This design comes from an exercise in tuning for small area, a short achievable clock period and few clock cycles per item on the open sky130 flow, not from production work. For this run, only the layout was checked, not whether the RTL still works.

## flow/flow/run.sh

```bash
#!/bin/bash
# The standard ORFS layout, with the smallest buffer as the port buffer
# cell (every input and output port still gets its own buffer).
set -euo pipefail
bash standard.sh "BUFFER_PORTS_ARGS=-buffer_cell sky130_fd_sc_hd__buf_1" finish > standard_flow.log 2>&1
```

## flow/standard.sh

```bash
#!/bin/bash
# synth_recipe.tcl (not shown) runs the flow's synth.tcl, then flattens the netlist and writes it again
# the make line also repeats each setting of config.mk as NAME=value (left out here)
make -C /OpenROAD-flow-scripts/flow DESIGN_CONFIG=/design/flow/config.mk WORK_HOME=/design/flow/orfs CLKGATE_MAP_FILE= SYNTH_SCRIPT=/design/flow/synth_recipe.tcl "${@:-finish}"
```

## flow/config.mk

```make
export PLATFORM = sky130hd
export DESIGN_NAME = execCluster
export DESIGN_NICKNAME = execCluster
export VERILOG_FILES = /design/flow/design.v
export SDC_FILE = /design/flow/constraint.sdc
export NUM_CORES = 4
export LEC_CHECK = 0
export ABC_CLOCK_PERIOD_IN_PS = 2000
export CAP_MARGIN = 20
export CORE_MARGIN = 2
export CORE_UTILIZATION = 60
export PLACE_DENSITY = 0.7
export SETUP_SLACK_MARGIN = 3.3
export SLEW_MARGIN = 20
```

## flow/constraint.sdc

```tcl
create_clock -name core_clock -period 6.5 [get_ports {clk}]
set_input_delay 1.3000 -clock core_clock [delete_from_list [all_inputs] [get_ports {clk}]]
set_output_delay 1.3000 -clock core_clock [all_outputs]
set_load 0.01 [all_outputs]
```

## flow/design.v

```verilog
package isaPkg;
    localparam logic [5:0] OP_RTYPE = 6'h00;
    localparam logic [5:0] OP_BLTZ  = 6'h01;
    localparam logic [5:0] OP_J     = 6'h02;
    localparam logic [5:0] OP_JAL   = 6'h03;
    localparam logic [5:0] OP_BEQ   = 6'h04;
    localparam logic [5:0] OP_BNE   = 6'h05;
    localparam logic [5:0] OP_BLEZ  = 6'h06;
    localparam logic [5:0] OP_BGTZ  = 6'h07;
    localparam logic [5:0] OP_ADDI  = 6'h08;
    localparam logic [5:0] OP_ADDIU = 6'h09;
    localparam logic [5:0] OP_SLTI  = 6'h0a;
    localparam logic [5:0] OP_SLTIU = 6'h0b;
    localparam logic [5:0] OP_ANDI  = 6'h0c;
    localparam logic [5:0] OP_LUI   = 6'h0f;
    localparam logic [5:0] OP_LW    = 6'h23;
    localparam logic [5:0] OP_SW    = 6'h2b;
    localparam logic [5:0] FN_SLL  = 6'h00;
    localparam logic [5:0] FN_SRL  = 6'h02;
    localparam logic [5:0] FN_SRA  = 6'h03;
    localparam logic [5:0] FN_JR   = 6'h08;
    localparam logic [5:0] FN_JALR = 6'h09;
    localparam logic [5:0] FN_ADD  = 6'h20;
    localparam logic [5:0] FN_ADDU = 6'h21;
    localparam logic [5:0] FN_SUB  = 6'h22;
    localparam logic [5:0] FN_SUBU = 6'h23;
    localparam logic [5:0] FN_AND  = 6'h24;
    localparam logic [5:0] FN_OR   = 6'h25;
    localparam logic [5:0] FN_XOR  = 6'h26;
    localparam logic [5:0] FN_NOR  = 6'h27;
    localparam logic [5:0] FN_SLT  = 6'h2a;
    localparam logic [5:0] FN_SLTU = 6'h2b;
    localparam logic [2:0] PC_SEQ    = 3'b000;
    localparam logic [2:0] PC_BRANCH = 3'b001;
    localparam logic [2:0] PC_JUMP   = 3'b010;
    localparam logic [2:0] PC_REG    = 3'b011;
    localparam logic [2:0] PC_IRQ    = 3'b100;
    localparam logic [2:0] PC_EXC    = 3'b101;
    localparam logic [1:0] DST_RT    = 2'b00;
    localparam logic [1:0] DST_RD    = 2'b01;
    localparam logic [1:0] DST_LINK  = 2'b10;
    localparam logic [1:0] DST_TRAP  = 2'b11;
    localparam logic [1:0] WB_ALU    = 2'b00;
    localparam logic [1:0] WB_MEM    = 2'b01;
    localparam logic [1:0] WB_LINK   = 2'b10;
    localparam logic [1:0] WB_PC     = 2'b11;
    localparam logic [31:0] IRQ_VECTOR = 32'h8000_0004;
    localparam logic [31:0] EXC_VECTOR = 32'h8000_0008;
    localparam logic [4:0]  TRAP_REG   = 5'd26;
    localparam logic [4:0]  LINK_REG   = 5'd31;
    typedef enum logic [5:0] {
        ALU_ADD = 6'b000000, ALU_SUB = 6'b000001,
        ALU_AND = 6'b011000, ALU_OR  = 6'b011110,
        ALU_XOR = 6'b010110, ALU_NOR = 6'b010001,
        ALU_SLL = 6'b100000, ALU_SRL = 6'b100001,
        ALU_SRA = 6'b100011, ALU_LT  = 6'b110101,
        ALU_EQ  = 6'b110011, ALU_NE  = 6'b110001,
        ALU_LEZ = 6'b111101, ALU_GTZ = 6'b111111,
        ALU_LTZ = 6'b111011
    } aluFun_t;
    typedef struct packed {
        logic [5:0] opcode;
        logic [4:0] rs;
        logic [4:0] rt;
        logic [4:0] rd;
        logic [4:0] shamt;
        logic [5:0] funct;
    } rInstr_t;
    typedef struct packed {
        logic [5:0]  opcode;
        logic [4:0]  rs;
        logic [4:0]  rt;
        logic [15:0] imm16;
    } iInstr_t;
    typedef union packed {
        rInstr_t r;
        iInstr_t i;
    } instr_t;  
    typedef struct packed {
        logic [2:0] pcSrc;
        logic       sign;
        logic       regWrite;
        logic [1:0] regDst;
        logic       memRead;
        logic       memWrite;
        logic [1:0] memToReg;
        logic       aluSrc1;
        logic       aluSrc2;
        logic       extOp;
        logic       luOp;
        aluFun_t    aluFun;
    } ctrl_t;
endpackage
package pipePkg;
    localparam int NUM_LANES = 4;
    localparam int LANE_W    = (NUM_LANES > 1) ? $clog2(NUM_LANES) : 1;
    typedef struct packed {
        logic [31:0]    instr;      
        logic [31:0]    pc;
        logic [31:0]    rsVal;
        logic [31:0]    rtVal;
        logic           irq;
    } issue_t;
    typedef struct packed {
        logic        regWrite;
        logic [4:0]  wbReg;
        logic [31:0] wbVal;      
        logic        memRead;
        logic        memWrite;
        logic [31:0] memAddr;
        logic [31:0] storeData;
        logic [31:0] nextPc;
        logic        trap;
    } result_t;
    localparam int ISSUE_W  = 129;     
    localparam int RESULT_W = 137;     
    function automatic logic [LANE_W-1:0] nextLane(input logic [LANE_W-1:0] idx);
        nextLane = (idx == LANE_W'(NUM_LANES - 1)) ? '0 : idx + 1'b1;
    endfunction
endpackage
`timescale 1ns/1ns
module execCluster
(
    input  logic           clk,
    input  logic           rst,
    input  logic           inValid,
    output logic           inReady,
    input  logic [128:0]   inPkt,      
    output logic           outValid,
    input  logic           outReady,
    output logic [136:0]   outPkt      
);
    logic [128:0] r0, r1, nx;     
    logic         vh;
    logic [1:0]   occ;            
    logic         wp, rp;         
    logic         take, acc, hdLoad, fromRing;
    logic [1:0]   occNext;
    logic         rdy;            
    assign inReady  = rdy;
    assign acc      = inValid & inReady;
    assign take     = vh & (~outValid | outReady);
    assign hdLoad   = take | ~vh;                 
    assign fromRing = |occ;
    assign nx       = rp ? r1 : r0;
    assign occNext  = (occ & ~({rp, ~rp} & {2{hdLoad & fromRing}})) | ({wp, ~wp} & {2{acc}});
    always_ff @(posedge clk) begin
        if (!occ[0]) r0 <= inPkt;
        if (!occ[1]) r1 <= inPkt;
    end
    always_ff @(posedge clk) begin
        if (rst) begin
            vh  <= 1'b0;
            occ <= 2'b00;
            rdy <= 1'b1;
            wp  <= 1'b0;
            rp  <= 1'b0;
        end else begin
            if (hdLoad) vh <= fromRing;
            occ <= occNext;
            rdy <= ~&occNext;
            if (acc)                 wp <= ~wp;
            if (hdLoad && fromRing)  rp <= ~rp;
        end
    end
    logic [31:0] dIns, dPc, dRs, dRt, dRtRev, dB, dSImm;
    logic        dIrq;
    logic [5:0]  op, fn;
    logic [15:0] imm;
    assign dIns  = nx[128:97];
    assign dPc   = nx[96:65];
    assign dRs   = nx[64:33];
    assign dRt   = nx[32:1];
    assign dIrq  = nx[0];
    assign op    = dIns[31:26];
    assign fn    = dIns[5:0];
    assign imm   = dIns[15:0];
    assign dSImm = {{16{imm[15]}}, imm};
    logic isR, isBr, isJ, isJal, isAndi, isSlti, isSltiu, isLui, isLw, isSw, legal;
    assign isR     = (op == 6'h00);
    assign isBr    = (op == 6'h01) | (op[5:2] == 4'b0001);
    assign isJ     = (op == 6'h02);
    assign isJal   = (op == 6'h03);
    assign isSlti  = (op == 6'h0a);
    assign isSltiu = (op == 6'h0b);
    assign isAndi  = (op == 6'h0c);
    assign isLui   = (op == 6'h0f);
    assign isLw    = (op == 6'h23);
    assign isSw    = (op == 6'h2b);
    assign legal   = (op[5:4] == 2'b00 && op[3:0] != 4'hd && op[3:0] != 4'he) | isLw | isSw;
    logic fnSub, fnLog, fnSh, fnSlt, fnSltu, fnJr, fnJalr;
    assign fnSub  = (fn == 6'h22) | (fn == 6'h23) | (fn == 6'h2a) | (fn == 6'h2b);
    assign fnLog  = (fn[5:2] == 4'b1001);                   
    assign fnSh   = (fn == 6'h00) | (fn == 6'h02) | (fn == 6'h03);
    assign fnSlt  = (fn == 6'h2a);
    assign fnSltu = (fn == 6'h2b);
    assign fnJr   = (fn == 6'h08);
    assign fnJalr = (fn == 6'h09);
    logic        sub;
    logic [31:0] dA, dX;
    always_comb begin
        for (int i = 0; i < 32; i++) dRtRev[i] = dRt[31-i];
    end
    assign sub = isR ? fnSub : (isSlti | isSltiu);
    assign dB  = isR ? ((fn == 6'h00) ? dRtRev : dRt) : isBr ? {dSImm[29:0], 2'b00} : isLui ? {imm, 16'd0}
               : isAndi ? {16'd0, imm} : dSImm;
    assign dX  = dB ^ {32{sub}};
    assign dA  = isBr ? {dPc[31:2], 2'b11} : dRs;
    logic eq, rsZero, tk;
    assign eq     = (dRs == dRt);
    assign rsZero = (dRs == 32'd0);
    always_comb begin
        case (op[2:0])
            3'b100:  tk = eq;                     
            3'b101:  tk = ~eq;                    
            3'b110:  tk = dRs[31] | rsZero;       
            3'b111:  tk = ~dRs[31] & ~rsZero;     
            default: tk = dRs[31];                
        endcase
    end
    typedef struct packed {
        logic       ci;
        logic       selSum, selLog, selSh, selLtS, selLtU;
        logic       aluB0;       
        logic [1:0] lf;          
        logic       brSel;       
        logic       nRs;         
        logic       nJump;       
        logic       irq, trap;
        logic       regWrite;
        logic [4:0] wbReg;
        logic       wbAlu;       
        logic       wbZero;      
        logic       memRead, memWrite;
        logic [9:0] f;
    } ctl_t;
    ctl_t dc;
    always_comb begin
        dc = '0;
        dc.ci     = sub | isBr;
        dc.lf     = isR ? fn[1:0] : 2'b00;
        dc.f      = isR ? {3'b000, fn[1:0], dIns[10:6]} : dIns[25:16];
        dc.irq    = dIrq;
        dc.trap   = dIrq | ~legal;
        dc.memRead  = isLw;
        dc.memWrite = isSw;
        if (isR) begin
            if (fnLog)       dc.selLog = 1'b1;
            else if (fnSh)   dc.selSh  = 1'b1;
            else if (fnSlt)  dc.selLtS = 1'b1;
            else if (fnSltu) dc.selLtU = 1'b1;
            else             dc.selSum = 1'b1;
        end else if (isBr)   dc.aluB0  = tk;
        else if (isAndi)     dc.selLog = 1'b1;
        else if (isSlti)     dc.selLtS = 1'b1;
        else if (isSltiu)    dc.selLtU = 1'b1;
        else                 dc.selSum = 1'b1;
        dc.brSel = isBr & tk & ~dIrq;
        dc.nRs   = legal & ~dIrq & isR & (fnJr | fnJalr);
        dc.nJump = ~dIrq & (isJ | isJal);
        dc.regWrite = 1'b1;
        dc.wbReg    = dIns[20:16];
        dc.wbAlu    = 1'b1;
        if (dIrq | ~legal) begin
            dc.wbReg = 5'd26;
            dc.wbAlu = 1'b0;
        end else if (isR) begin
            dc.wbReg    = dIns[15:11];
            dc.regWrite = ~fnJr;
            dc.wbAlu    = ~fnJalr;
        end else if (isBr | isJ | isSw) begin
            dc.regWrite = 1'b0;
        end else if (isJal) begin
            dc.wbReg = 5'd31;
            dc.wbAlu = 1'b0;
        end else if (isLw) begin
            dc.wbAlu  = 1'b0;
            dc.wbZero = 1'b1;
        end
    end
    ctl_t        c;
    logic [31:0] a, x, rt, pc;
    always_ff @(posedge clk) begin
        if (hdLoad) {c, a, x, rt, pc} <= {dc, dA, dX, dRt, dPc};
    end
    logic [31:0] ap, ag, s0, s1;
    logic [7:0]  bg, bp;
    logic [8:0]  G0, P0, G1, P1, G2, P2, G3, P3, G4;
    logic [32:0] sum;
    logic        ltS, ltU;
    assign ap = a ^ x;
    assign ag = a & x;
    always_comb begin
        for (int k = 0; k < 8; k++) begin
            logic [3:0] pp, gg, c0, c1;
            pp = ap[4*k +: 4];
            gg = ag[4*k +: 4];
            bg[k] = gg[3] | (pp[3] & gg[2]) | (pp[3] & pp[2] & gg[1]) | (pp[3] & pp[2] & pp[1] & gg[0]);
            bp[k] = &pp;
            c0 = {gg[2] | (pp[2] & gg[1]) | (pp[2] & pp[1] & gg[0]), gg[1] | (pp[1] & gg[0]), gg[0], 1'b0};
            c1 = {gg[2] | (pp[2] & gg[1]) | (pp[2] & pp[1] & gg[0]) | (pp[2] & pp[1] & pp[0]),
                  gg[1] | (pp[1] & gg[0]) | (pp[1] & pp[0]), gg[0] | pp[0], 1'b1};
            s0[4*k +: 4] = pp ^ c0;
            s1[4*k +: 4] = pp ^ c1;
        end
    end
    assign G0 = {bg, c.ci};     
    assign P0 = {bp, 1'b0};
    always_comb begin
        for (int i = 0; i < 9; i++) begin
            G1[i] = (i >= 1) ? (G0[i] | (P0[i] & G0[i-1])) : G0[i];
            P1[i] = (i >= 1) ? (P0[i] & P0[i-1])           : P0[i];
        end
        for (int i = 0; i < 9; i++) begin
            G2[i] = (i >= 2) ? (G1[i] | (P1[i] & G1[i-2])) : G1[i];
            P2[i] = (i >= 2) ? (P1[i] & P1[i-2])           : P1[i];
        end
        for (int i = 0; i < 9; i++) begin
            G3[i] = (i >= 4) ? (G2[i] | (P2[i] & G2[i-4])) : G2[i];
            P3[i] = (i >= 4) ? (P2[i] & P2[i-4])           : P2[i];
        end
        for (int i = 0; i < 9; i++) begin
            G4[i] = (i >= 8) ? (G3[i] | (P3[i] & G3[i-8])) : G3[i];
        end
        for (int k = 0; k < 8; k++) sum[4*k +: 4] = G4[k] ? s1[4*k +: 4] : s0[4*k +: 4];     
        sum[32] = G4[8];     
    end
    assign ltU = ~sum[32];
    assign ltS = (a[31] ^ x[31] ^ c.ci) ? a[31] : ltU;
    logic [31:0] shMid, shOut;
    logic        shFill;
    assign shFill = c.f[5] & x[31];
    always_comb begin
        shMid = x;
        for (int k = 0; k < 5; k++)
            if (c.f[k]) shMid = (shMid >> (1 << k)) | ({32{shFill}} << (32 - (1 << k)));
        for (int i = 0; i < 32; i++) shOut[i] = c.f[6] ? shMid[i] : shMid[31-i];
    end
    logic [31:0] logicY;
    always_comb begin
        case (c.lf)
            2'b01:   logicY = a | x;
            2'b10:   logicY = a ^ x;
            2'b11:   logicY = ~(a | x);
            default: logicY = a & x;
        endcase
    end
    logic [31:0] alu, aluOther;
    always_comb begin
        aluOther    = ({32{c.selLog}} & logicY) | ({32{c.selSh}} & shOut);
        aluOther[0] = aluOther[0] | c.aluB0;
        alu         = c.selSum ? sum[31:0] : aluOther;
        alu[0]      = alu[0] | (c.selLtS & ltS) | (c.selLtU & ltU);
    end
    logic [31:0] pc4, wbOther, nextPc, nextPcOther;
    assign pc4     = {pc[31:2] + 30'd1, pc[1:0]};
    assign wbOther = c.irq ? pc : c.wbZero ? 32'd0 : pc4;
    always_comb begin
        if (c.irq)        nextPcOther = 32'h8000_0004;
        else if (c.trap)  nextPcOther = 32'h8000_0008;
        else if (c.nRs)   nextPcOther = a;
        else if (c.nJump) nextPcOther = {pc4[31:28], c.f, x[15:0], 2'b00};
        else              nextPcOther = pc4;
    end
    assign nextPc = c.brSel ? {sum[31:2], pc[1:0]} : nextPcOther;
    logic        oWbAlu;
    logic [31:0] oWbOther, oAlu;
    logic        oRegWrite, oMemRead, oMemWrite, oTrap;
    logic [4:0]  oWbReg;
    logic [31:0] oRt, oNextPc;
    always_ff @(posedge clk) begin
        if (rst) begin
            outValid <= 1'b0;
        end else if (~outValid | outReady) begin
            outValid <= vh;
        end
    end
    always_ff @(posedge clk) begin
        if (take) begin
            {oRegWrite, oWbReg, oWbAlu, oWbOther, oMemRead, oMemWrite, oAlu, oRt, oNextPc, oTrap}
                <= {c.regWrite, c.wbReg, c.wbAlu, wbOther, c.memRead, c.memWrite, alu, rt, nextPc, c.trap};
        end
    end
    assign outPkt = {oRegWrite, oWbReg, oWbAlu ? oAlu : oWbOther, oMemRead, oMemWrite, oAlu, oRt, oNextPc, oTrap};
endmodule
```

==> impl_metrics.tcl <==
set metrics [dict create \
    outcome "timing/DRC/antenna clean" \
    fin_crit_ns 3.350 \
    vias 22320 \
    synth_ff_type "edfxtp_1" \
    drt_iter0_drc 2561 \
    antenna_found_initial 5 \
    grt-ovfl-total 0 \
    row_count 81 \
    final_nets 2943 \
    vias_per_cell 6.461 \
    cp.arrival_ns 3.69 \
    peakVddDrop_v 0.0003645 \
    nFillCells 3492 \
    portBuffers 271 \
    power_uw 13280 \
    crit_cells 13 \
    slowest_delay_ns 0.52 \
    tns_ns 0 \
    critPathLaunchType "flip-flop" \
    grt_max_degree 108 \
    path_buf_inv 3 \
    syn_inst 2440 \
    crit_slowest_cell "edfxtp_1" \
    grtUsageMet3_pct 7.260 \
    core_area_mm2 0.04885 \
    clkLatencyLatePin_ns 0.63 \
    grtUsageTotal_pct 37.54 \
    worstPathCellList "inv_1 > ha_4 > nand4_1 > or2_1 > o2bb2ai_2 > nor3_2 > o41a_1 > buf_4 > or2_4 > buf_4 > o21ai_2 > xor2_1 > o21a_2" \
    first_global_vias 20940 \
    synth_edf_count 558 \
    die_area_mm2 0.05114 \
    slew_headroom_pct 32.18 \
    ys_ff_latch 565 \
    first_pass_iters 6 \
    crit_path_end_kind "flip-flop" \
    reg2reg_depth 13 \
    synthArstFlopShare_pct 0 \
    hold_depth 0 \
    r2r_slack_ns 3.15 \
    fin_crit_sh_pct 51.53 \
    io_pins 272 \
    fmax_ghz 0.2985 \
    avgRoutedWirePerCell_um 28.15 \
    yosysWarnings 1 \
    cts.htree.levels 2 \
    ant_nets 0 \
    slew_violations 0 \
    criticalPathCategory "flip-flop to flip-flop" \
    rsz0062_at_grt "true" \
    drc_errors 0 \
    avgSynthCellArea_um2 12.13 \
    cts_num_sinks 565 \
    initial_core_util_pct 60.61 \
    syn-num-nets 2638 \
    max_cap_violations 0 \
    synthDistinctLibCells 78 \
    root_buffer "clkbuf_16" \
    hpwl_um 67670 \
    area_growth_pct 15.97 \
    leakage_uw 0.01225 \
    max-clock-path-buffers 3 \
    die_x_um 226.1 \
    clk_pin_slew_ns 0.07 \
    cts_hold_buffers 0 \
    crit_family "simple AND/OR/NAND/NOR gates" \
    path_common_cell "buf_4" \
    gp_congestion 0.9781 \
    skew_ns 0.03096 \
    top_usage_layer "met2" \
    final-hold-violation-count 0 \
    setup-violations-final 0 \
    drt-total-wl_um 97260 \
    grt_pass1_wl_um 137500 \
    required_ns 6.84 \
    min_path_type "flip-flop to flip-flop" \
    layout-drive-gt1-share_pct 16.31 \
    final_common_cell "edfxtp_1" \
    grt.met1_usage_pct 48.46 \
    gr-usage-met2_pct 60.18 \
    pwr_density_cell_mw_per_mm2 386.6 \
    cts_tree "done" \
    worstMarginPinSlew_ns 1.017 \
    cts_buffers 56 \
    ys_seq_area_share_pct 57.07 \
    die_height_um 226.1 \
    synth_area_mm2 0.02961 \
    final_cell_mix "edfxtp_1, buf_1, nand2_1" \
    path_max_fanout 5 \
]
## cells by family (layout without fill, tap and decap cells)
logic type	Yosys count	after routing	share of synthesized area (%)
simple gates	560	561	8.473
flops	565	565	57.07
fa+ha+maj	65	65	2.747
other cells	0	1	0
mux	281	281	11.64
compound gates	552	553	11.50
buf+inv	256	604	3.799
xor+xnor	161	161	4.763
## per-stage QoR
step / std cells / hold slack, ns / area [µm²] / setup slack, ns / utilization (%)
after floorplan: 2440 / 0.4003 / 29640 / 2.689 / -
after global placement: 3263 / 0.4027 / 31050 / 2.195 / 63.57
after detailed placement: 3264 / 0.4045 / 31080 / 2.187 / 63.63
after CTS: 3416 / 0.4199 / 33690 / 3.304 / 68.97
after global routing: 3454 / 0.4222 / 34330 / 3.117 / 70.28
final: 3455 / 0.4186 / 34340 / 3.150 / 70.29
## metal layers
| metal | part of all wire (%) | wire [µm] |
|---|---|---|
| met3 | 9.8 | 9524 |
| met1 | 37 | 36280 |
| met2 | 46 | 45130 |
| met5 | 0.027 | 26 |
| met4 | 6.5 | 6308 |
## synth_stat cells, types with 20 or more instances
cell type | instances | area, µm²
a211oi_1 | 26 | 195.2
o21ai_0 | 173 | 865.8
buf_2 | 20 | 100.1
buf_1 | 20 | 75.07
a221oi_1 | 26 | 227.7
nand2_1 | 235 | 882.1
edfxtp_1 | 558 | 16760
buf_4 | 21 | 157.7
mux2i_1 | 136 | 1361
mux2_2 | 101 | 1137
xnor2_1 | 94 | 823.3
xor2_1 | 67 | 586.8
o21ai_1 | 50 | 250.2
nor3_1 | 26 | 130.1
mux4_2 | 36 | 810.8
a21oi_1 | 124 | 620.6
ha_1 | 65 | 813.3
inv_1 | 111 | 416.7
clkbuf_1 | 75 | 281.5
nor2_1 | 171 | 641.9
## area by class of cell
class	instances	area (µm²)	share of cell area (%)
diodes	1	2.502	0.007288
clock buffers	62	1445	4.209
clock inverters	41	469.2	1.367
inverters	112	435.4	1.268
multi-input cells	1621	12190	35.50
flip-flops and latches	565	16900	49.22
well taps	664	830.8	2.420
repair buffers	388	2057	5.991
repair inverters	1	7.507	0.02186
## report_power, final
group          internal [µW]  switching [µW]  total [µW]
clock                   2000            1400        3400
sequential              4670             500        5170
combinational           1860            2850        4710
## worst register-to-register path, stage by stage (launching register included)
cell and delay, ns:
edfxtp_1 0.52, inv_1 0.13, ha_4 0.32, nand4_1 0.22
or2_1 0.33, o2bb2ai_2 0.16, nor3_2 0.08, o41a_1 0.21
buf_4 0.18, or2_4 0.25, buf_4 0.15, o21ai_2 0.15
xor2_1 0.10, o21a_2 0.26
## worst paths after layout
path               startpoint                  to
max           x[14]$_DFFE_PP_  oAlu[27]$_DFFE_PP_
min          rt[27]$_DFFE_PP_   oRt[27]$_DFFE_PP_
max reg2reg   x[14]$_DFFE_PP_  oAlu[27]$_DFFE_PP_
min reg2reg  rt[27]$_DFFE_PP_   oRt[27]$_DFFE_PP_
## repair_timing
action | 4_1_cts | 5_1_grt
pin swaps | 14 | 30
resized for setup | 55 | 62
cloned | 2 | 1
buffers inserted | 47 | 37
setup endpoints to repair | 202 | 66

## static timing again, ports no longer ideal
No port has a modelled driver above. Below, the same layout with a new extraction and two added sets of constraints.
Step 1, drivers: a clkbuf_16 drives clk and a buf_2 each remaining input, both assumed.
Step 2, shift: input delay + t, output delay - t, t = (earliest + latest rising clock arrival at the registers) / 2. This alone moves slack from input paths to output paths.
Slacks: ideal ports / drivers / drivers and shift; pairs: ideal ports / drivers.
shift t [ns]: 0.679
setup slack, ns: 3.150 / 3.150 / 3.083
hold WS [ns]: 0.419 / 0.419 / 0.419
worst data-port slew with drivers (ns): 0.06
After both steps this run still meets setup and hold. The setup slack of this run moves by 0.000 ns with the drivers and by -0.067 ns with both steps.
